What follows belongs to an exercise in optimizing a design on an open flow for small area, a short achievable clock period and few clock cycles; a production flow would make more cautious choices. At most, simulation tests tie the RTL to the original design; equivalence was not proved. The RTL of run 4 was laid out without a check of its function. No activity file was given, so power comes from the tool's default toggle rates.

==> flow/design.v <==
`timescale 1ns / 1ps
package gts_pkg;
    localparam logic [1:0] MODE_IDLE  = 2'd0;
    localparam logic [1:0] MODE_DASH  = 2'd1;
    localparam logic [1:0] MODE_STR   = 2'd2;
    localparam logic [1:0] MODE_IDENT = 2'd3;
    localparam logic [3:0] KIND_ARROW  = 4'd0;
    localparam logic [3:0] KIND_LPAREN = 4'd1;
    localparam logic [3:0] KIND_RPAREN = 4'd2;
    localparam logic [3:0] KIND_STAR   = 4'd3;
    localparam logic [3:0] KIND_OPT    = 4'd4;
    localparam logic [3:0] KIND_BAR    = 4'd5;
    localparam logic [3:0] KIND_SEMI   = 4'd6;
    localparam logic [3:0] KIND_LIT    = 4'd7;
    localparam logic [3:0] KIND_IDENT  = 4'd8;
    localparam logic [3:0] KIND_EOF    = 4'd9;
    localparam logic [3:0] KIND_ERR    = 4'd10;
    localparam logic [1:0] ERR_NONE       = 2'd0;
    localparam logic [1:0] ERR_UNEXPECTED = 2'd1;
    localparam logic [1:0] ERR_OPEN_STR   = 2'd2;
    localparam logic [7:0] CH_DASH   = 8'h2D;
    localparam logic [7:0] CH_GT     = 8'h3E;
    localparam logic [7:0] CH_LPAREN = 8'h28;
    localparam logic [7:0] CH_RPAREN = 8'h29;
    localparam logic [7:0] CH_STAR   = 8'h2A;
    localparam logic [7:0] CH_QMARK  = 8'h3F;
    localparam logic [7:0] CH_BAR    = 8'h7C;
    localparam logic [7:0] CH_SEMI   = 8'h3B;
    localparam logic [7:0] CH_QUOTE  = 8'h22;
    localparam logic [7:0] CH_LF     = 8'h0A;
    localparam logic [7:0] CH_TAB    = 8'h09;
    localparam logic [7:0] CH_CR     = 8'h0D;
    localparam logic [7:0] CH_SPACE  = 8'h20;
    localparam int unsigned MAX_TOKENS = 3;
    localparam int unsigned QUEUE_DEPTH = 4;
    localparam int unsigned TOK_W = 54;
    localparam int unsigned BUNDLE_W = 2 + MAX_TOKENS * TOK_W;
endpackage
`timescale 1ns / 1ps
module grammar_token_scanner #(
    parameter int unsigned SOURCE_DEPTH = 65536
) (
    input  logic        aclk,
    input  logic        aresetn,
    input  logic        cfg_we,
    input  logic [15:0] cfg_wdata,
    input  logic        s_valid,
    output logic        s_ready,
    input  logic [7:0]  s_ch,
    input  logic        s_end_of_source,
    output logic        m_valid,
    input  logic        m_ready,
    output logic [3:0]  m_kind,
    output logic [15:0] m_line,
    output logic [15:0] m_start_res,
    output logic [15:0] m_length,
    output logic [1:0]  m_error_code,
    output logic        m_last_result
);
    localparam int unsigned POS_MAX_INT =
        (SOURCE_DEPTH - 1 < 65535) ? SOURCE_DEPTH - 1 : 65535;
    localparam logic [15:0] POS_MAX = 16'(POS_MAX_INT);
    logic        b_valid;
    logic [7:0]  b_ch;
    logic        b_eos;
    logic [1:0]  stage_reg;
    logic [1:0]  mode_reg;
    logic [15:0] line_reg;
    logic [15:0] pos_reg;
    logic [15:0] ts_reg;
    logic [15:0] len_reg;
    logic [15:0] first_line_reg;
    logic is_alpha, is_digit, is_alnum, is_lf, is_quote, is_gt, is_dash, is_blank;
    logic is_punct;
    logic [3:0] punct_kind;
    always_comb begin
        is_alpha = ((b_ch >= 8'h61) && (b_ch <= 8'h7A)) || ((b_ch >= 8'h41) && (b_ch <= 8'h5A));
        is_digit = (b_ch >= 8'h30) && (b_ch <= 8'h39);
        is_alnum = is_alpha || is_digit;
        is_lf    = (b_ch == gts_pkg::CH_LF);
        is_quote = (b_ch == gts_pkg::CH_QUOTE);
        is_gt    = (b_ch == gts_pkg::CH_GT);
        is_dash  = (b_ch == gts_pkg::CH_DASH);
        is_blank = (b_ch == gts_pkg::CH_SPACE) || (b_ch == gts_pkg::CH_TAB) ||
                   (b_ch == gts_pkg::CH_CR);
        is_punct   = 1'b1;
        punct_kind = gts_pkg::KIND_ERR;
        case (b_ch)
            gts_pkg::CH_LPAREN: punct_kind = gts_pkg::KIND_LPAREN;
            gts_pkg::CH_RPAREN: punct_kind = gts_pkg::KIND_RPAREN;
            gts_pkg::CH_STAR:   punct_kind = gts_pkg::KIND_STAR;
            gts_pkg::CH_QMARK:  punct_kind = gts_pkg::KIND_OPT;
            gts_pkg::CH_BAR:    punct_kind = gts_pkg::KIND_BAR;
            gts_pkg::CH_SEMI:   punct_kind = gts_pkg::KIND_SEMI;
            default:            is_punct = 1'b0;
        endcase
    end
    logic m_dash, m_str, m_ident, m_idle;
    logic fresh;
    logic v0, v1, v2, v3;
    logic [1:0] mode_mid;
    logic fresh_ident, fresh_str;
    logic [15:0] line_inc, line_mid;
    logic [16:0] pos_inc, len_inc;
    logic [15:0] pos_next;
    logic [15:0] len2;
    assign m_idle  = (mode_reg == gts_pkg::MODE_IDLE);
    assign m_dash  = (mode_reg == gts_pkg::MODE_DASH);
    assign m_str   = (mode_reg == gts_pkg::MODE_STR);
    assign m_ident = (mode_reg == gts_pkg::MODE_IDENT);
    assign v0    = (m_dash & is_gt) | (m_str & is_quote) | (m_ident & ~is_alnum);
    assign fresh = m_idle | (m_dash & ~is_gt) | (m_ident & ~is_alnum);
    assign v1    = fresh & ~is_dash & ~is_lf & ~is_blank & ~is_quote & ~is_alpha;
    assign fresh_ident = fresh & is_alpha;
    assign fresh_str   = fresh & is_quote;
    always_comb begin
        if (fresh) begin
            if (is_dash)       mode_mid = gts_pkg::MODE_DASH;
            else if (is_quote) mode_mid = gts_pkg::MODE_STR;
            else if (is_alpha) mode_mid = gts_pkg::MODE_IDENT;
            else               mode_mid = gts_pkg::MODE_IDLE;
        end else if (v0) begin
            mode_mid = gts_pkg::MODE_IDLE;
        end else begin
            mode_mid = mode_reg;
        end
    end
    assign v2 = b_eos & mode_mid[1];
    assign v3 = b_eos;
    assign line_inc = (line_reg != 16'hFFFF) ? line_reg + 16'd1 : line_reg;
    assign line_mid = is_lf ? line_inc : line_reg;
    assign pos_inc  = {1'b0, pos_reg} + 17'd1;
    assign pos_next = (pos_reg < POS_MAX) ? pos_inc[15:0] : pos_reg;
    assign len_inc  = {1'b0, len_reg} + 17'd1;
    assign len2     = fresh_ident ? 16'd1 : (len_inc[16] ? 16'hFFFF : len_inc[15:0]);
    logic r0, r1, r2, r3;
    logic any_left, is_last, consume;
    logic [1:0] sel;
    assign r0 = v0 & (stage_reg == 2'd0);
    assign r1 = v1 & (stage_reg <= 2'd1);
    assign r2 = v2 & (stage_reg <= 2'd2);
    assign r3 = v3;
    always_comb begin
        if (r0)      sel = 2'd0;
        else if (r1) sel = 2'd1;
        else if (r2) sel = 2'd2;
        else         sel = 2'd3;
    end
    assign any_left = r0 | r1 | r2 | r3;
    always_comb begin
        unique case (sel)
            2'd0: is_last = ~(v1 | v2 | v3);
            2'd1: is_last = ~(v2 | v3);
            2'd2: is_last = ~v3;
            default: is_last = 1'b1;
        endcase
    end
    assign m_valid = b_valid & any_left;
    assign consume = b_valid & (~any_left | (m_ready & is_last));
    assign s_ready = ~b_valid | consume;
    always_comb begin
        m_kind       = gts_pkg::KIND_EOF;
        m_line       = line_mid;
        m_start_res  = 16'd0;
        m_length     = 16'd0;
        m_error_code = gts_pkg::ERR_NONE;
        unique case (sel)
            2'd0: begin
                m_line = line_reg;
                if (m_dash) begin
                    m_kind = gts_pkg::KIND_ARROW;
                end else if (m_str) begin
                    m_kind      = gts_pkg::KIND_LIT;
                    m_start_res = ts_reg;
                    m_length    = len_reg;
                end else begin
                    m_kind      = gts_pkg::KIND_IDENT;
                    m_start_res = ts_reg;
                    m_length    = len_reg;
                end
            end
            2'd1: begin
                m_line = line_reg;
                m_kind = punct_kind;
                if (!is_punct) m_error_code = gts_pkg::ERR_UNEXPECTED;
            end
            2'd2: begin
                if (mode_mid == gts_pkg::MODE_STR) begin
                    m_kind       = gts_pkg::KIND_ERR;
                    m_error_code = gts_pkg::ERR_OPEN_STR;
                end else begin
                    m_kind      = gts_pkg::KIND_IDENT;
                    m_start_res = fresh_ident ? pos_reg : ts_reg;
                    m_length    = len2;
                end
            end
            default: ;
        endcase
    end
    assign m_last_result = is_last;
    logic take;
    assign take = s_valid & s_ready;
    always_ff @(posedge aclk) begin
        if (take) begin
            b_ch  <= s_ch;
            b_eos <= s_end_of_source;
        end
        if (consume && !b_eos) begin
            if (fresh_ident) begin
                ts_reg  <= pos_reg;
                len_reg <= {15'd0, (pos_reg < POS_MAX)};
            end else if (fresh_str) begin
                ts_reg  <= pos_inc[16] ? 16'hFFFF : pos_inc[15:0];
                len_reg <= 16'd0;
            end else if (pos_reg < POS_MAX) begin
                len_reg <= len_inc[15:0];
            end
        end
    end
    always_ff @(posedge aclk) begin
        if (!aresetn) begin
            b_valid        <= 1'b0;
            stage_reg      <= 2'd0;
            mode_reg       <= gts_pkg::MODE_IDLE;
            line_reg       <= 16'd1;
            pos_reg        <= 16'd0;
            first_line_reg <= 16'd1;
        end else begin
            if (take) begin
                b_valid <= 1'b1;
            end else if (consume) begin
                b_valid <= 1'b0;
            end
            if (consume) begin
                stage_reg <= 2'd0;
            end else if (m_valid && m_ready) begin
                stage_reg <= sel + 2'd1;
            end
            if (consume) begin
                if (b_eos) begin
                    mode_reg <= gts_pkg::MODE_IDLE;
                    pos_reg  <= 16'd0;
                end else begin
                    mode_reg <= mode_mid;
                    pos_reg  <= pos_next;
                end
            end
            if (cfg_we && (b_valid ? (consume && b_eos)
                                   : (pos_reg == 16'd0 && mode_reg == gts_pkg::MODE_IDLE))) begin
                line_reg <= cfg_wdata;
            end else if (consume) begin
                line_reg <= b_eos ? first_line_reg : line_mid;
            end
            if (cfg_we) begin
                first_line_reg <= cfg_wdata;
            end
        end
    end
endmodule
==> flow/run.sh <==
#!/bin/bash
# synth_recipe.tcl (not shown) runs the flow's synth.tcl, then flattens the netlist and writes it again
# the make line also repeats each setting of config.mk as NAME=value (left out here)
make -C /OpenROAD-flow-scripts/flow DESIGN_CONFIG=/design/flow/config.mk WORK_HOME=/design/flow/orfs CLKGATE_MAP_FILE= SYNTH_SCRIPT=/design/flow/synth_recipe.tcl finish
==> flow/config.mk <==
export PLATFORM = sky130hd
export DESIGN_NAME = grammar_token_scanner
export DESIGN_NICKNAME = grammar_token_scanner
export VERILOG_FILES = /design/flow/design.v
export SDC_FILE = /design/flow/constraint.sdc
export NUM_CORES = 4
export LEC_CHECK = 0
export ABC_CLOCK_PERIOD_IN_PS = 3000
export CAP_MARGIN = 20
export CORE_MARGIN = 2
export CORE_UTILIZATION = 40
export SETUP_SLACK_MARGIN = 2.0
export SLEW_MARGIN = 20
==> flow/constraint.sdc <==
create_clock -name core_clock -period 5.5 [get_ports {aclk}]
set_input_delay 1.1000 -clock core_clock [delete_from_list [all_inputs] [get_ports {aclk}]]
set_output_delay 1.1000 -clock core_clock [all_outputs]
set_load 0.01 [all_outputs]
==> impl_metrics.yaml, run 1 <==
worst_setup_path:
  arrival_ps: 3750
  worstPathCellList: "or4_4 > o22ai_4 > nor2_2 > o31a_1 > a31oi_4 > inv_2 > buf_4 > ha_4 > nor2b_4 > buf_4 > buf_8 > nor4bb_2 > nor4_2 > buf_2"
  start_kind: "register"
  slowest_stage: "or4_4"
  critical_path.endpoint_type: "primary output"
  cpMostUsedCell: "buf_4"
  max_stage_delay_ps: 600
  cp_num_cells: 14
  required_ps: 4400
  worstRegToRegCells: 17
  crit_family: "simple AND/OR/NAND/NOR gates"
  path_max_fanout: 8
  path_buf_inv: 5
  path_class: "register to primary output"
global_route:
  grt_pass1_wl_um: 32970
  overflow: 0
  grt_max_degree: 25
  grtUsageTotal_pct: 24.76
  grt_pass1_vias: 6419
  antenna_found_initial: 0
power:
  power_per_cell_area_nw_per_um2: 234.7
  p_leak_nw: 3.760
  vdd_drop_max_mv: 0.1634
synth:
  synthTopCellsByArea: "edfxtp_1 (19%), dfxtp_1 (17%), nand2_1 (4.3%)"
  syn_inst: 763
  synth.avg_cell_area_um2: 8.330
  synth_xor_area_share_pct: 4.547
  synthAdderAreaFrac_pct: 2.362
  syn-cell-area_um2: 6356
  synth_edf_count: 41
  yosysTopAreaCell: "edfxtp_1"
  syn_nets: 805
  synthDistinctLibCells: 71
  yosysWarnings: 1
  async_reset_ff_share_pct: 0
  synth_simple_gate_area_share_pct: 24.78
  synth_top_family_by_area: "simple AND/OR/NAND/NOR gates"
  synthMuxAreaShare_pct: 4.882
  seq_area_frac_synth_pct: 36.06
  yosysTopAreaCellShare_pct: 19.37
  ys.flop_type: "dfxtp_1"
  synth-seq-cells: 94
  synth_compound_area_share_pct: 22.13
floorplan:
  num_io_pins: 87
  die_h_um: 130.1
  coreArea_um2: 15710
  die_area_um2: 16910
  initial_core_util_pct: 40.45
  die_w_um: 130.1
  core.rowCount: 46
placed_design:
  place_inst: 1020
  numPortBuffers: 86
  hpwl_um: 12740
  preCtsSetupSlack_ps: 191.3
  placed_area_um2: 7482
  gp_congestion: 0.8963
routing:
  drt-met1-wl_um: 9574
  drc: 0
  drt_iter0_markers: 817
  final_antenna_net_count: 0
  via_count: 6898
  maxUsedRoutingLayer: "met4"
  wl_met2_um: 11220
  wl_um: 23010
  vias_per_cell: 5.941
  first_pass_iters: 5
  dr_wl_met3_um: 1255
  wl_per_cell_um: 19.82
timing:
  timing.slew.headroom_pct: 11.38
  fin_crit_ps: 4852
  setup-violations-final: 0
  tns_ps: 0
  fin_crit_sh_pct: 88.21
  worst_clock_skew_ps: 8.564
  worst_slack_ps: 648.4
  slew_violations: 0
  tightestPinTransition_ps: 1317
  max_freq_ghz: 0.2061
  whs_ps: 500.9
  rsz0062_at_grt: "yes"
  hold_violations: 0
clock_tree:
  cts_hold_buf: 0
  htreeDepth: 3
  cts.sinks: 94
  clk_pin_slew_worst_paths_ps: 70
  clk_latency_ps: 360
  numCtsBuffers: 9
  cts.path.max_buffers: 2
  root_buffer: "clkbuf_16"
  tritoncts: "built"
final_layout:
  finalNonFillerCells: 1161
  fin_area_um2: 9296
  layout-drive-gt1-share_pct: 33.44
  fin_nets: 982
  n_antenna_cell: 0
  area_delta_synth_final_pct: 46.26
flow_run:
  cap_violations: 0
worst_hold_path:
  worst_hold_path.num_cells: 2
  hp-class: "register to register"
outcome:
  status: "finished clean"
-- cell families (layout without fill, tap and decap cells) --
logic type                 count (synthesis)  in the layout
xor gates and xnor gates                  33             33
and+or+nand+nor                          310            312
buffers and inverters                     74            251
adders and majority gates                 12             12
DFF                                       94             94
AOI/OAI and AO/OA                        210            213
muxes                                     30             30
-- final cells by class --
cell class | instances | area, um2
Timing Repair Buffer | 218 | 1931
Inverter | 17 | 76.32
Clock buffer | 13 | 250.2
Multi-Input combinational cell | 600 | 4432
Sequential cell | 94 | 2292
Tap cell | 216 | 270.3
Fill cell | 1296 | 6416
Clock inverter | 3 | 45.04
-- through the flow --
stage / utilization (%) / total power, W
floorplan: - / 0.001110
global placement: 47.62 / 0.001249
detailed placement: 47.62 / 0.001255
CTS: 55.65 / 0.002048
global route: 59.17 / 0.002246
finish: 59.17 / 0.002182
-- where the power goes --
part | switching, W | leakage, nW | internal, W
logic | 0.000346 | 2.78 | 0.000349
clock network | 0.000298 | 0.144 | 0.000368
registers | 0.0000540 | 0.840 | 0.000766
total | 0.000698 | 3.76 | 0.00148
-- final timing paths --
path | end | from | slack [ps]
max | m_length[14] | b_ch[0] | 650
min | first_line_reg[0] | first_line_reg[0] | 500
max reg2reg | line_reg[6] | b_ch[0] | 1460
min reg2reg | first_line_reg[0] | first_line_reg[0] | 500
-- what timing repair did --
action	in CTS	in global routing
pin swaps	46	38
buffers inserted	75	38
resized for setup	235	139
setup endpoints to repair	135	135
cloned	5	7
-- metal layers --
layer,GRT usage (%),vias up
met3,3.280,82
met2,41.58,322
li1,-,3148
met4,11.51,0
met1,31.72,3346
met5,0,-
-- cells in the final DEF (no fill, tap or decap), drive strengths merged, types with 8 or more instances in the layout --
cell,n
nand4,13
buf,179
dfxtp,53
a31oi,19
clkbuf,20
a21o,8
a22o,31
xor2,21
ha,12
nor3,35
mux2i,22
nor2,71
mux2,8
a21oi,39
inv,17
nor2b,32
nand2,73
a22oi,10
nand3,25
and3,19
xnor2,12
edfxtp,41
clkdlybuf4s50,29
o21ai,68
-- synthesized netlist by cell type (all sizes together), types with 4 or more instances --
cell type	n
nand4	13
buf	14
o21a	5
nand3	25
a21oi	39
xor2	21
and3	19
xnor2	12
or4	4
clkbuf	43
edfxtp	41
or3	7
o21ai	68
a21boi	4
ha	12
a22oi	10
a22o	31
dfxtp	53
nor2b	31
mux2	8
inv	17
nor3	35
nand2	73
a21o	8
and4	5
nand2b	6
mux2i	22
nor2	70
nor4	6
a31oi	19
-- worst min-delay path: stages (launching register included) --
cell and delay, ps:
dfxtp_1 340, mux2i_1 70, nand2_1 60
Testbench counts, summed over its fixed seeds: cycles 24,751.
==> inputs of run 2 (changes only) <==
--- a/flow/config.mk
+++ b/flow/config.mk
@@ -6,8 +6,8 @@
 export NUM_CORES = 4
 export LEC_CHECK = 0
-export ABC_CLOCK_PERIOD_IN_PS = 3000
+export ABC_CLOCK_PERIOD_IN_PS = 2500
 export CAP_MARGIN = 20
 export CORE_MARGIN = 2
 export CORE_UTILIZATION = 40
-export SETUP_SLACK_MARGIN = 2.0
+export SETUP_SLACK_MARGIN = 2.5
 export SLEW_MARGIN = 20
==> run 2 against run 1 <==
Still clean on timing, DRC and antenna. Synthesized area unchanged. Sequential cell count unchanged. Critical path depth increased by 1. Combinational power increased by 5.7%. First-iteration DRC count decreased by 35%. Sequential share of layout area decreased by 0.94 points. Die area unchanged. Core utilization increased by 2.3 points. Setup slack got worse by 12 ps.
==> impl_metrics.yaml, run 2 <==
outcome:
  status: "finished clean"
worst_setup_path:
  worstRegToRegCells: 22
  cpMostUsedCell: "nor2_2"
  path_class: "register to primary output"
  critical_path.endpoint_type: "primary output"
  path_max_fanout: 5
  max_stage_delay_ps: 600
  regToRegSetupSlack_ps: 1270
  cp_num_cells: 15
  slowest_stage: "or4_4"
  reg2reg_from: "b_ch[4]"
  r2r-end: "b_ch[4]"
  crit_family: "simple AND/OR/NAND/NOR gates"
  startpoint: "b_ch[4]"
  worstPathCellList: "or4_4 > o22ai_4 > nor2_2 > o31a_1 > a31oi_4 > inv_4 > ha_4 > or2_4 > or3_1 > o21ai_2 > nor2_2 > and2_4 > nor2b_4 > inv_2 > buf_6"
  path_buf_inv: 3
  arrival_ps: 3760
  start_kind: "register"
  required_ps: 4400
  worstSetupEndpoint: "s_ready"
final_layout:
  final_common_cell: "buf_4"
  area_delta_synth_final_pct: 52.03
  final_util_pct: 61.50
  fin_area_um2: 9663
  n_antenna_cell: 0
  layout_common_cells: "buf_4 (70), buf_6 (60), nand2_1 (59)"
  fin_nets: 985
  layout-drive-gt1-share_pct: 38.50
synth:
  ys.flop_type: "dfxtp_1"
  yosysWarnings: 1
  yosysMostFrequentCell: "nand2_1"
  syn_inst: 763
  synthDistinctLibCells: 71
  syn-cell-area_um2: 6356
  synth-seq-cells: 94
  seq_area_frac_synth_pct: 36.06
  synth.avg_cell_area_um2: 8.330
  synth_common_cells: "nand2_1 (73), nor2_1 (69), dfxtp_1 (53), o21ai_0 (45), clkbuf_1 (43)"
  syn_nets: 805
  synth_edf_count: 41
  yosysTopAreaCellShare_pct: 19.37
  yosysTopAreaCell: "edfxtp_1"
  synthTopCellsByArea: "edfxtp_1 (19%), dfxtp_1 (17%), nand2_1 (4.3%)"
  async_reset_ff_share_pct: 0
power:
  power_per_cell_area_nw_per_um2: 228.9
  finalPower_w: 0.002212
  vdd_drop_max_mv: 0.1620
  p_leak_nw: 3.849
routing:
  final_antenna_net_count: 0
  drt_iter0_markers: 534
  via_count: 6701
  wl_per_cell_um: 18.83
  wl_um: 21920
  vias_per_cell: 5.757
  drc: 0
  first_pass_iters: 5
placed_design:
  gp_congestion: 0.8878
  hpwl_um: 12390
  preCtsSetupSlack_ps: 384.8
  placed_area_um2: 7632
  numPortBuffers: 86
global_route:
  grtUsageTotal_pct: 24.42
  grt_max_degree: 19
  antenna_found_initial: 0
  overflow: 0
  grt_pass1_wl_um: 32580
  grt_pass1_vias: 6352
timing:
  rsz0062_at_grt: "yes"
  slew_violations: 0
  tns_ps: 0
  timing.slew.headroom_pct: 46.69
  hold_violations: 0
  tightestPinTransition_ps: 792.4
  worst_clock_skew_ps: 10.54
  worst_slack_ps: 636.3
  fin_crit_sh_pct: 88.43
  setup-violations-final: 0
  fin_crit_ps: 4864
  max_freq_ghz: 0.2056
clock_tree:
  numCtsBuffers: 9
  htreeDepth: 3
  clk_latency_ps: 360
  root_buffer: "clkbuf_16"
  clk_pin_slew_worst_paths_ps: 70
  cts.path.max_buffers: 2
  cts.sinks: 94
  tritoncts: "built"
flow_run:
  cap_violations: 0
floorplan:
  core.rowCount: 46
  initial_core_util_pct: 40.45
  die_h_um: 130.1
  die_area_um2: 16910
  coreArea_um2: 15710
  die_w_um: 130.1
  num_io_pins: 87
worst_hold_path:
  hp-class: "register to register"
-- run 2: what timing repair did --
item / in CTS / in global routing
resized for setup: 342 / 118
endpoints found under the setup margin: 135 / 145
gates cloned: 9 / 0
buffers inserted: 86 / 31
hold buffers: 0 / 0
pin swaps: 62 / 71
-- run 2: final cells by class --
cell class / instances / area [um2]
Tap cell: 216 / 270.3
Sequential cell: 94 / 2292
Clock buffer: 11 / 242.7
Inverter: 17 / 78.83
Timing Repair Buffer: 223 / 2032
Fill cell: 1263 / 6050
Clock inverter: 5 / 58.81
Multi-Input combinational cell: 598 / 4688
-- run 2: kinds of logic after synthesis --
group / after synthesis / share of synthesized area (%)
AOI/OAI and AO/OA: 210 / 22.13
and+or+nand+nor: 310 / 24.78
buffers and inverters: 74 / 5.236
DFF: 94 / 36.06
muxes: 30 / 4.882
xor gates and xnor gates: 33 / 4.547
adders and majority gates: 12 / 2.362
-- run 2: worst min-delay path by stage --
| stage | from | endpoint | slack (ps) | cells past startpoint |
|---|---|---|---|---|
| final | first_line_reg[0] | first_line_reg[0] | 490 | 2 |
| after floorplan | first_line_reg[0] | first_line_reg[0] | 440 | 2 |
| after global routing | first_line_reg[0] | first_line_reg[0] | 530 | 2 |
| after detailed placement | first_line_reg[0] | first_line_reg[0] | 470 | 2 |
| after global placement | first_line_reg[0] | first_line_reg[0] | 460 | 2 |
| after CTS | first_line_reg[0] | first_line_reg[0] | 490 | 2 |
-- run 2: per-stage QoR --
step,instances,hold slack [ps]
CTS,1133,489.1
detailed placement,1022,466.7
global placement,1022,463.3
floorplan,763,442.0
global route,1164,531.0
finish,1164,491.5
-- run 2: layer usage --
metal  track usage [%]  routed length (um)  vias to the layer above
met2             41.08               10720                      240
met5                 0                   0                        -
met4             9.867                 741                        0
li1                  -                   -                     3162
met1             32.02                9432                     3237
met3             2.911                1026                       62
-- run 2: worst min-delay path, delay by kind of cell (launching register included) --
kind             cells  cell delay (ps)
AND/OR/NAND/NOR      1               60
flip-flops           1              340
multiplexers         1               70
-- run 2: power breakdown --
part	switching, W	total [W]	internal (W)
registers	0.0000510	0.000817	0.000766
logic	0.000362	0.000736	0.000374
clock network	0.000294	0.000659	0.000366
total	0.000706	0.00221	0.00151
==> inputs of run 3 (changes only) <==
--- a/flow/config.mk
+++ b/flow/config.mk
@@ -6,8 +6,6 @@
 export NUM_CORES = 4
 export LEC_CHECK = 0
-export ABC_CLOCK_PERIOD_IN_PS = 2500
 export CAP_MARGIN = 20
 export CORE_MARGIN = 2
 export CORE_UTILIZATION = 40
-export SETUP_SLACK_MARGIN = 2.5
 export SLEW_MARGIN = 20
==> run 3 against run 2 <==
Still clean on timing, DRC and antenna. Register-to-register slack worse by 390 ps. Cell area is 19% lower. Synthesized area stayed put. Core utilization is 12 points lower. Sequential cell count stayed put.
==> impl_metrics.yaml, run 3 <==
outcome:
  status: "finished clean"
worst_setup_path:
  required_ps: 4400
  path_class: "register to primary output"
  path_max_fanout: 7
  critical_path.endpoint_type: "primary output"
  reg2reg_from: "b_ch[0]"
  cpMostUsedCell: "nor2_1"
  max_stage_delay_ps: 470
  start_kind: "register"
  r2r-end: "line_reg[6]"
  worstPathCellList: "buf_4 > and4b_1 > a21boi_2 > or2_0 > a221o_1 > o31a_1 > a31oi_4 > inv_2 > ha_1 > or2_2 > nor2_1 > nor4b_4 > nor2_1 > and2_1 > nor2b_2 > inv_1 > clkdlybuf4s50_1"
  worstRegToRegCells: 16
  slowest_stage: "clkdlybuf4s50_1"
  regToRegSetupSlack_ps: 880
  arrival_ps: 4310
synth:
  synth-seq-cells: 94
  yosysWarnings: 1
  syn-cell-area_um2: 6356
  ys.flop_type: "dfxtp_1"
  syn_nets: 805
  synthDistinctLibCells: 71
  async_reset_ff_share_pct: 0
  synthTopCellsByArea: "edfxtp_1 (19%), dfxtp_1 (17%), nand2_1 (4.3%)"
  synth_edf_count: 41
  yosysTopAreaCell: "edfxtp_1"
  yosysMostFrequentCell: "nand2_1"
  seq_area_frac_synth_pct: 36.06
  yosysTopAreaCellShare_pct: 19.37
  synth_common_cells: "nand2_1 (73), nor2_1 (69), dfxtp_1 (53), o21ai_0 (45), clkbuf_1 (43)"
  syn_inst: 763
  synth.avg_cell_area_um2: 8.330
final_layout:
  fin_area_um2: 7853
  area_delta_synth_final_pct: 23.54
  fin_nets: 878
  layout-drive-gt1-share_pct: 9.631
  final_common_cell: "clkdlybuf4s50_1"
  layout_common_cells: "clkdlybuf4s50_1 (86), nand2_1 (73), nor2_1 (67)"
  n_antenna_cell: 0
power:
  power_per_cell_area_nw_per_um2: 236.8
  vdd_drop_max_mv: 0.1547
  p_leak_nw: 2.942
  swShare_pct: 31.17
  p_int_w: 0.001280
  switchingPower_w: 0.0005796
  combPwrFrac_pct: 22.8
  finalPower_w: 0.001859
  seqPwrFrac_pct: 43.9
  clkPwrFrac_pct: 33.2
timing:
  fin_crit_sh_pct: 98.34
  worst_clock_skew_ps: 9.825
  timing.slew.headroom_pct: 40.62
  tightestPinTransition_ps: 887.8
  worst_slack_ps: 91.03
  setup-violations-final: 0
  slew_violations: 0
  tns_ps: 0
  fin_crit_ps: 5409
  max_freq_ghz: 0.1849
  hold_violations: 0
floorplan:
  die_h_um: 130.1
  initial_core_util_pct: 40.45
  die_w_um: 130.1
  coreArea_um2: 15710
  core.rowCount: 46
  num_io_pins: 87
  die_area_um2: 16910
clock_tree:
  clk_latency_ps: 360
  tritoncts: "built"
  htreeDepth: 3
  cts.path.max_buffers: 2
  clk_pin_slew_worst_paths_ps: 70
  root_buffer: "clkbuf_16"
  cts.sinks: 94
  numCtsBuffers: 9
worst_hold_path:
  hold_start: "first_line_reg[0]"
  worst_hold_path.num_cells: 2
  hp-class: "register to register"
  holdPathEnd: "first_line_reg[0]"
placed_design:
  hpwl_um: 12620
  placed_area_um2: 7385
  preCtsSetupSlack_ps: 168.3
  gp_congestion: 0.8913
  numPortBuffers: 86
global_route:
  grt_pass1_wl_um: 29060
  grtUsageTotal_pct: 21.65
  overflow: 0
  antenna_found_initial: 0
  grt_max_degree: 25
  grt_pass1_vias: 5680
flow_run:
  cap_violations: 0
routing:
  drt_iter0_markers: 617
  first_pass_iters: 5
  drc: 0
  wl_um: 18220
  via_count: 6007
  vias_per_cell: 5.683
  final_antenna_net_count: 0
  wl_per_cell_um: 17.23
[run 3: power by group through the flow]
stage               Clock [W]  Combinational [W]  Sequential (W)
floorplan                   0           0.000263        0.000807
detailed placement          0           0.000399        0.000831
CTS                  0.000627           0.000405        0.000815
global route         0.000652           0.000463        0.000823
global placement            0           0.000395        0.000830
finish               0.000618           0.000425        0.000817
[run 3: worst max-delay path by stage]
| stage | start | endpoint | cells after the start |
|---|---|---|---|
| after detailed placement | b_ch[4] | s_ready | 15 |
| after global routing | b_ch[0] | s_ready | 17 |
| after CTS | b_ch[4] | s_ready | 15 |
| after global placement | b_ch[4] | s_ready | 15 |
| final | b_ch[0] | s_ready | 17 |
| after floorplan | b_ch[4] | ts_reg[0] | 14 |
[run 3: area by class of cell]
class / count / area, um2
clock inverter: 6 / 42.54
multi-input combinational: 595 / 3817
inverter: 17 / 66.31
sequential: 94 / 2292
timing repair buffer: 119 / 1125
fill: 1500 / 7860
tap: 216 / 270.3
clock buffer: 10 / 239.0
[run 3: cells by family (layout without fill, tap and decap cells)]
kind of cell,count (synthesis),in the layout,share of synthesized area [%]
AOI/OAI and AO/OA,210,210,22.13
xor gates and xnor gates,33,33,4.547
adders and majority gates,12,12,2.362
buffers and inverters,74,152,5.236
DFF,94,94,36.06
muxes,30,30,4.882
and+or+nand+nor,310,310,24.78
[run 3: repair_timing]
| item | CTS | global route |
|---|---|---|
| cloned | 0 | 1 |
| pin swaps | 0 | 5 |
| hold buffers | 0 | 0 |
| endpoints found under the setup margin | 17 | 25 |
| gates resized for setup | 3 | 12 |
| buffers inserted | 0 | 11 |
[run 3: metal layers]
metal  vias to the layer above  global-route usage (%)  routed length (um)
met3                        24                   2.788                 778
met2                       174                   36.28                8878
met1                      2883                   28.53                8219
met5                         -                       0                   0
met4                         0                   8.286                 341
li1                       2926                       -                   -
[run 3: critical path, delay by kind of cell, from the launching register on]
kind            cells  cell delay (ps)
simple gates        8             1700
compound gates      4              800
fa+ha+maj           1              210
flops               1              460
buf+inv             4              800
[run 3: through the flow]
step	hold slack, ps	util (%)	cells
2_1_floorplan	442.0	-	763
3_3_place_gp	463.9	47.00	1029
3_5_place_dp	469.1	47.00	1029
4_1_cts	491.9	48.88	1045
5_1_grt	512.7	49.98	1057
6_report	490.5	49.98	1057
==> inputs of run 4 (changes only) <==
--- a/flow/design.v
+++ b/flow/design.v
@@ -100,9 +100,8 @@
     logic v0, v1, v2, v3;
     logic [1:0] mode_mid;
-    logic fresh_ident, fresh_str;
+    logic fresh_ident, fresh_str, end_ident;
     logic [15:0] line_inc, line_mid;
     logic [16:0] pos_inc, len_inc;
     logic [15:0] pos_next;
-    logic [15:0] len2;
     assign m_idle  = (mode_reg == gts_pkg::MODE_IDLE);
     assign m_dash  = (mode_reg == gts_pkg::MODE_DASH);
@@ -128,4 +127,5 @@
     assign v2 = b_eos & mode_mid[1];
     assign v3 = b_eos;
+    assign end_ident = b_eos & (mode_mid == gts_pkg::MODE_IDENT);
     assign line_inc = (line_reg != 16'hFFFF) ? line_reg + 16'd1 : line_reg;
     assign line_mid = is_lf ? line_inc : line_reg;
@@ -133,12 +133,14 @@
     assign pos_next = (pos_reg < POS_MAX) ? pos_inc[15:0] : pos_reg;
     assign len_inc  = {1'b0, len_reg} + 17'd1;
-    assign len2     = fresh_ident ? 16'd1 : (len_inc[16] ? 16'hFFFF : len_inc[15:0]);
-    logic r0, r1, r2, r3;
-    logic any_left, is_last, consume;
+    logic r0, r1, r2, r3, pre_left, need_prep, bubble;
+    logic any_left, is_last, consume, out_take, prep;
     logic [1:0] sel;
     assign r0 = v0 & (stage_reg == 2'd0);
-    assign r1 = v1 & (stage_reg <= 2'd1);
-    assign r2 = v2 & (stage_reg <= 2'd2);
+    assign r1 = v1 & ~stage_reg[1];
+    assign r2 = v2 & (stage_reg != 2'd3);
     assign r3 = v3;
+    assign pre_left  = r0 | r1;
+    assign need_prep = b_eos & (is_lf | end_ident);
+    assign bubble    = ~pre_left & need_prep & ~stage_reg[1];
     always_comb begin
         if (r0)      sel = 2'd0;
@@ -147,5 +149,5 @@
         else         sel = 2'd3;
     end
-    assign any_left = r0 | r1 | r2 | r3;
+    assign any_left = pre_left | r2 | r3;
     always_comb begin
         unique case (sel)
@@ -156,41 +158,31 @@
         endcase
     end
-    assign m_valid = b_valid & any_left;
-    assign consume = b_valid & (~any_left | (m_ready & is_last));
-    assign s_ready = ~b_valid | consume;
+    assign m_valid  = b_valid & any_left & ~bubble;
+    assign out_take = m_valid & m_ready;
+    assign consume  = b_valid & (~any_left | (out_take & is_last));
+    assign s_ready  = ~b_valid | consume;
+    assign prep     = b_valid & b_eos & ~stage_reg[1] &
+                      (bubble | (out_take & ~sel[1] & ~(~sel[0] & v1)));
+    logic text_tok;
+    assign text_tok = ((sel == 2'd0) & ~m_dash) | ((sel == 2'd2) & end_ident);
     always_comb begin
         m_kind       = gts_pkg::KIND_EOF;
-        m_line       = line_mid;
-        m_start_res  = 16'd0;
-        m_length     = 16'd0;
         m_error_code = gts_pkg::ERR_NONE;
         unique case (sel)
             2'd0: begin
-                m_line = line_reg;
-                if (m_dash) begin
-                    m_kind = gts_pkg::KIND_ARROW;
-                end else if (m_str) begin
-                    m_kind      = gts_pkg::KIND_LIT;
-                    m_start_res = ts_reg;
-                    m_length    = len_reg;
-                end else begin
-                    m_kind      = gts_pkg::KIND_IDENT;
-                    m_start_res = ts_reg;
-                    m_length    = len_reg;
-                end
+                if (m_dash)     m_kind = gts_pkg::KIND_ARROW;
+                else if (m_str) m_kind = gts_pkg::KIND_LIT;
+                else            m_kind = gts_pkg::KIND_IDENT;
             end
             2'd1: begin
-                m_line = line_reg;
                 m_kind = punct_kind;
                 if (!is_punct) m_error_code = gts_pkg::ERR_UNEXPECTED;
             end
             2'd2: begin
-                if (mode_mid == gts_pkg::MODE_STR) begin
+                if (end_ident) begin
+                    m_kind = gts_pkg::KIND_IDENT;
+                end else begin
                     m_kind       = gts_pkg::KIND_ERR;
                     m_error_code = gts_pkg::ERR_OPEN_STR;
-                end else begin
-                    m_kind      = gts_pkg::KIND_IDENT;
-                    m_start_res = fresh_ident ? pos_reg : ts_reg;
-                    m_length    = len2;
                 end
             end
@@ -198,4 +190,7 @@
         endcase
     end
+    assign m_line        = line_reg;
+    assign m_start_res   = text_tok ? ts_reg : 16'd0;
+    assign m_length      = text_tok ? len_reg : 16'd0;
     assign m_last_result = is_last;
     logic take;
@@ -206,5 +201,12 @@
             b_eos <= s_end_of_source;
         end
-        if (consume && !b_eos) begin
+        if (prep) begin
+            if (fresh_ident) begin
+                ts_reg  <= pos_reg;
+                len_reg <= 16'd1;
+            end else if (end_ident) begin
+                len_reg <= len_inc[16] ? 16'hFFFF : len_inc[15:0];
+            end
+        end else if (consume && !b_eos) begin
             if (fresh_ident) begin
                 ts_reg  <= pos_reg;
@@ -234,5 +236,7 @@
             if (consume) begin
                 stage_reg <= 2'd0;
-            end else if (m_valid && m_ready) begin
+            end else if (prep) begin
+                stage_reg <= 2'd2;
+            end else if (out_take) begin
                 stage_reg <= sel + 2'd1;
             end
@@ -251,4 +255,6 @@
             end else if (consume) begin
                 line_reg <= b_eos ? first_line_reg : line_mid;
+            end else if (prep) begin
+                line_reg <= line_mid;
             end
             if (cfg_we) begin
--- a/flow/config.mk
+++ b/flow/config.mk
@@ -6,6 +6,8 @@
 export NUM_CORES = 4
 export LEC_CHECK = 0
+export ABC_CLOCK_PERIOD_IN_PS = 1000
 export CAP_MARGIN = 20
 export CORE_MARGIN = 2
 export CORE_UTILIZATION = 40
+export SETUP_SLACK_MARGIN = 3.0
 export SLEW_MARGIN = 20
==> run 4 against run 3 <==
Die area decreased by 6.8%. Critical endpoint unchanged. Still clean. Setup slack improved by 350 ps. Via count increased by 5.6%. Clock power increased by 6.0%. Global-route usage increased by 1.1 points. Non-clock buffer count increased by 100. Synthesized area decreased by 7.0%. Largest power group is now combinational logic.
==> impl_metrics.yaml, run 4 <==
final_layout:
  multiInputGateArea_um2: 4151
  regArea_um2: 2308
  fin_nets: 910
  layout-drive-gt1-share_pct: 37.23
  nFillCells: 1169
  final_common_cell: "buf_4"
  n_antenna_cell: 0
  area_delta_synth_final_pct: 54.97
  layout_common_cells: "buf_4 (88), clkdlybuf4s50_1 (46), nor2_1 (44), dfxtp_1 (44), nor2b_1 (43)"
  fin_area_um2: 9158
clock_tree:
  htreeDepth: 3
  root_buffer: "clkbuf_16"
  cts.path.max_buffers: 2
  numCtsBuffers: 9
  tritoncts: "built"
  clk_pin_slew_worst_paths_ps: 70
  clk_latency_ps: 360
  cts.sinks: 94
  cts_hold_buf: 0
timing:
  fin_crit_sh_pct: 91.89
  slew_violations: 0
  max_freq_ghz: 0.1979
  worst_slack_ps: 445.9
  tns_ps: 0
  worst_clock_skew_ps: 14.26
  hold_violations: 0
  tightestPinTransition_ps: 837.9
  whs_ps: 507.8
  fin_crit_ps: 5054
  rsz0062_at_grt: "yes"
  timing.slew.headroom_pct: 43.35
  setup-violations-final: 0
worst_setup_path:
  worstSetupEndpoint: "s_ready"
  startpoint: "b_ch[2]"
  path_buf_inv: 4
  crit_family: "compound AO/OA/AOI/OAI gates"
  r2r-end: "ts_reg[6]"
  slowest_stage: "edfxtp_1"
  reg2reg_from: "b_ch[2]"
  required_ps: 4400
  regToRegSetupSlack_ps: 1020
  critical_path.endpoint_type: "primary output"
  worstRegToRegCells: 22
  path_max_fanout: 5
  start_kind: "register"
  max_stage_delay_ps: 490
  cp_num_cells: 17
  worstPathCellList: "buf_4 > o21a_1 > o31a_1 > a211o_1 > o32a_1 > nand2_1 > nand2_2 > o21ai_4 > inv_2 > ha_4 > nor3_4 > buf_6 > a31oi_4 > and3_4 > nor3_4 > nand2_2 > buf_6"
  path_class: "register to primary output"
  arrival_ps: 3950
routing:
  drt_iter0_markers: 642
  drc: 0
  via_count: 6345
  vias_per_cell: 6.003
  final_antenna_net_count: 0
  first_pass_iters: 6
  wl_um: 20720
  wl_per_cell_um: 19.61
global_route:
  grt_pass1_vias: 5620
  grtUsageTotal_pct: 22.78
  grt_pass1_wl_um: 29240
  overflow: 0
  antenna_found_initial: 0
  grt_max_degree: 33
worst_hold_path:
  hold_start: "first_line_reg[0]"
  hp-class: "register to register"
synth:
  synth.avg_cell_area_um2: 8.742
  yosysTopAreaCellShare_pct: 20.83
  syn_nets: 718
  yosysWarnings: 1
  ys.flop_type: "dfxtp_1"
  syn_inst: 676
  syn-cell-area_um2: 5909
  synth_edf_count: 41
  synth-seq-cells: 94
  synthTopCellsByArea: "edfxtp_1 (21%), dfxtp_1 (18%), nor2b_1 (5.6%)"
  seq_area_frac_synth_pct: 38.79
  synth_common_cells: "dfxtp_1 (53), nor2b_1 (53), a21oi_1 (51), nor2_1 (50), nand2_1 (44)"
  async_reset_ff_share_pct: 0
  yosysTopAreaCell: "edfxtp_1"
  synthDistinctLibCells: 82
floorplan:
  coreArea_um2: 14480
  die_area_um2: 15760
  initial_core_util_pct: 40.81
  die_w_um: 125.5
  core.rowCount: 44
  die_h_um: 125.5
  num_io_pins: 87
outcome:
  status: "finished clean"
placed_design:
  gp_congestion: 0.9126
  hpwl_um: 11130
  numPortBuffers: 86
  placed_area_um2: 7083
  preCtsSetupSlack_ps: 479.4
power:
  power_per_cell_area_nw_per_um2: 255.7
  vdd_drop_max_mv: 0.1536
  finalPower_w: 0.002342
  p_leak_nw: 3.560
flow_run:
  cap_violations: 0
run 4: cell types whose count changed after synthesis, moves of 13 or more:
cell	before	now
o21ai_1	22	5
nor2_1	69	50
a21oi_1	38	51
nand2_1	73	44
nor3_1	33	15
nor2b_1	31	53
a22o_1	31	0
run 4: where the power goes:
group	total (W)	switching, W	internal [W]
Sequential	0.000818	0.0000445	0.000773
Clock	0.000655	0.000287	0.000368
Combinational	0.000869	0.000428	0.000441
Total	0.00234	0.000759	0.00158
run 4: cells by family (layout without fill, tap and decap cells):
| logic type | after synthesis | count (layout) | synth area share [%] |
|---|---|---|---|
| AOI/OAI and AO/OA | 201 | 205 | 22.97 |
| xor gates and xnor gates | 17 | 17 | 2.520 |
| adders and majority gates | 12 | 12 | 2.541 |
| buffers and inverters | 63 | 254 | 4.573 |
| DFF | 94 | 94 | 38.79 |
| muxes | 21 | 21 | 3.599 |
| and+or+nand+nor | 268 | 270 | 25.01 |
run 4: worst min path at each step:
stage                                   end  depth (start not counted)
after global placement    first_line_reg[0]                          2
after CTS                 first_line_reg[0]                          2
after floorplan           first_line_reg[0]                          2
after detailed placement  first_line_reg[0]                          2
after global routing      first_line_reg[0]                          2
final                     first_line_reg[0]                          2
run 4: final cells by class:
| type | instances | area share, % |
|---|---|---|
| multi-input combinational | 525 | 45.33 |
| sequential | 94 | 25.21 |
| timing repair buffer | 219 | 22.79 |
| clock buffer | 10 | 2.610 |
| tap | 184 | 2.514 |
| inverter | 19 | 0.8334 |
| clock inverter | 6 | 0.7105 |
run 4: tightest hold or removal path: cells and delay by family, from the launching register on:
family	cells	cell delay, ps
muxes	1	70
and+or+nand+nor	1	60
DFF	1	340
run 4: repair_timing:
action	CTS	global route
gates cloned	9	6
gates resized for setup	118	182
buffers inserted	63	49
pin swaps	30	43
setup endpoints to repair	152	157
run 4: through the flow:
stage,util [%],cells
after CTS,58.19,1002
after floorplan,-,676
after detailed placement,48.92,914
final,63.25,1057
after global routing,63.25,1057
after global placement,48.92,914
run 4: metal layers:
| layer | up-vias | share of wire, % | track usage, % |
|---|---|---|---|
| met5 | - | 0 | 0 |
| met4 | 0 | 3.8 | 8.954 |
| met3 | 78 | 6.8 | 3.552 |
| met2 | 317 | 48 | 37.68 |
| met1 | 3022 | 41 | 29.93 |
| li1 | 2928 | - | - |

[re-timing with driven ports]
How much do the figures lean on ideal ports? The routed layouts below were timed once more, with nothing changed but the port constraints.
Step 1 (the two cells are an assumption about what drives the block):
set clk [get_ports {aclk}]
set_driving_cell -lib_cell sky130_fd_sc_hd__clkbuf_16 $clk
set_driving_cell -lib_cell sky130_fd_sc_hd__buf_2 [delete_from_list [all_inputs] $clk]
Step 2 times the ports against the registers' clock, not the clock port: input delays grow and output delays shrink by t, the midpoint of the rising clock arrivals with the driver on.
Three values: ideal, step 1, step 2; two values: the first two.
| run | t, ns | setup WS [ns] | worst setup path at the end | latest minus earliest clock arrival (ns) |
|---|---|---|---|---|
| run 1 | 0.403 | 0.648 / 0.604 / 1.007 | register to output | 0.010 / 0.010 |
| run 2 | 0.398 | 0.636 / 0.595 / 0.992 | register to output | 0.011 / 0.011 |
| run 3 | 0.395 | 0.091 / 0.051 / 0.446 | register to output | 0.011 / 0.010 |
| run 4 | 0.396 | 0.446 / 0.402 / 0.797 | register to output | 0.014 / 0.015 |
After both steps setup and hold are still met in every run listed.
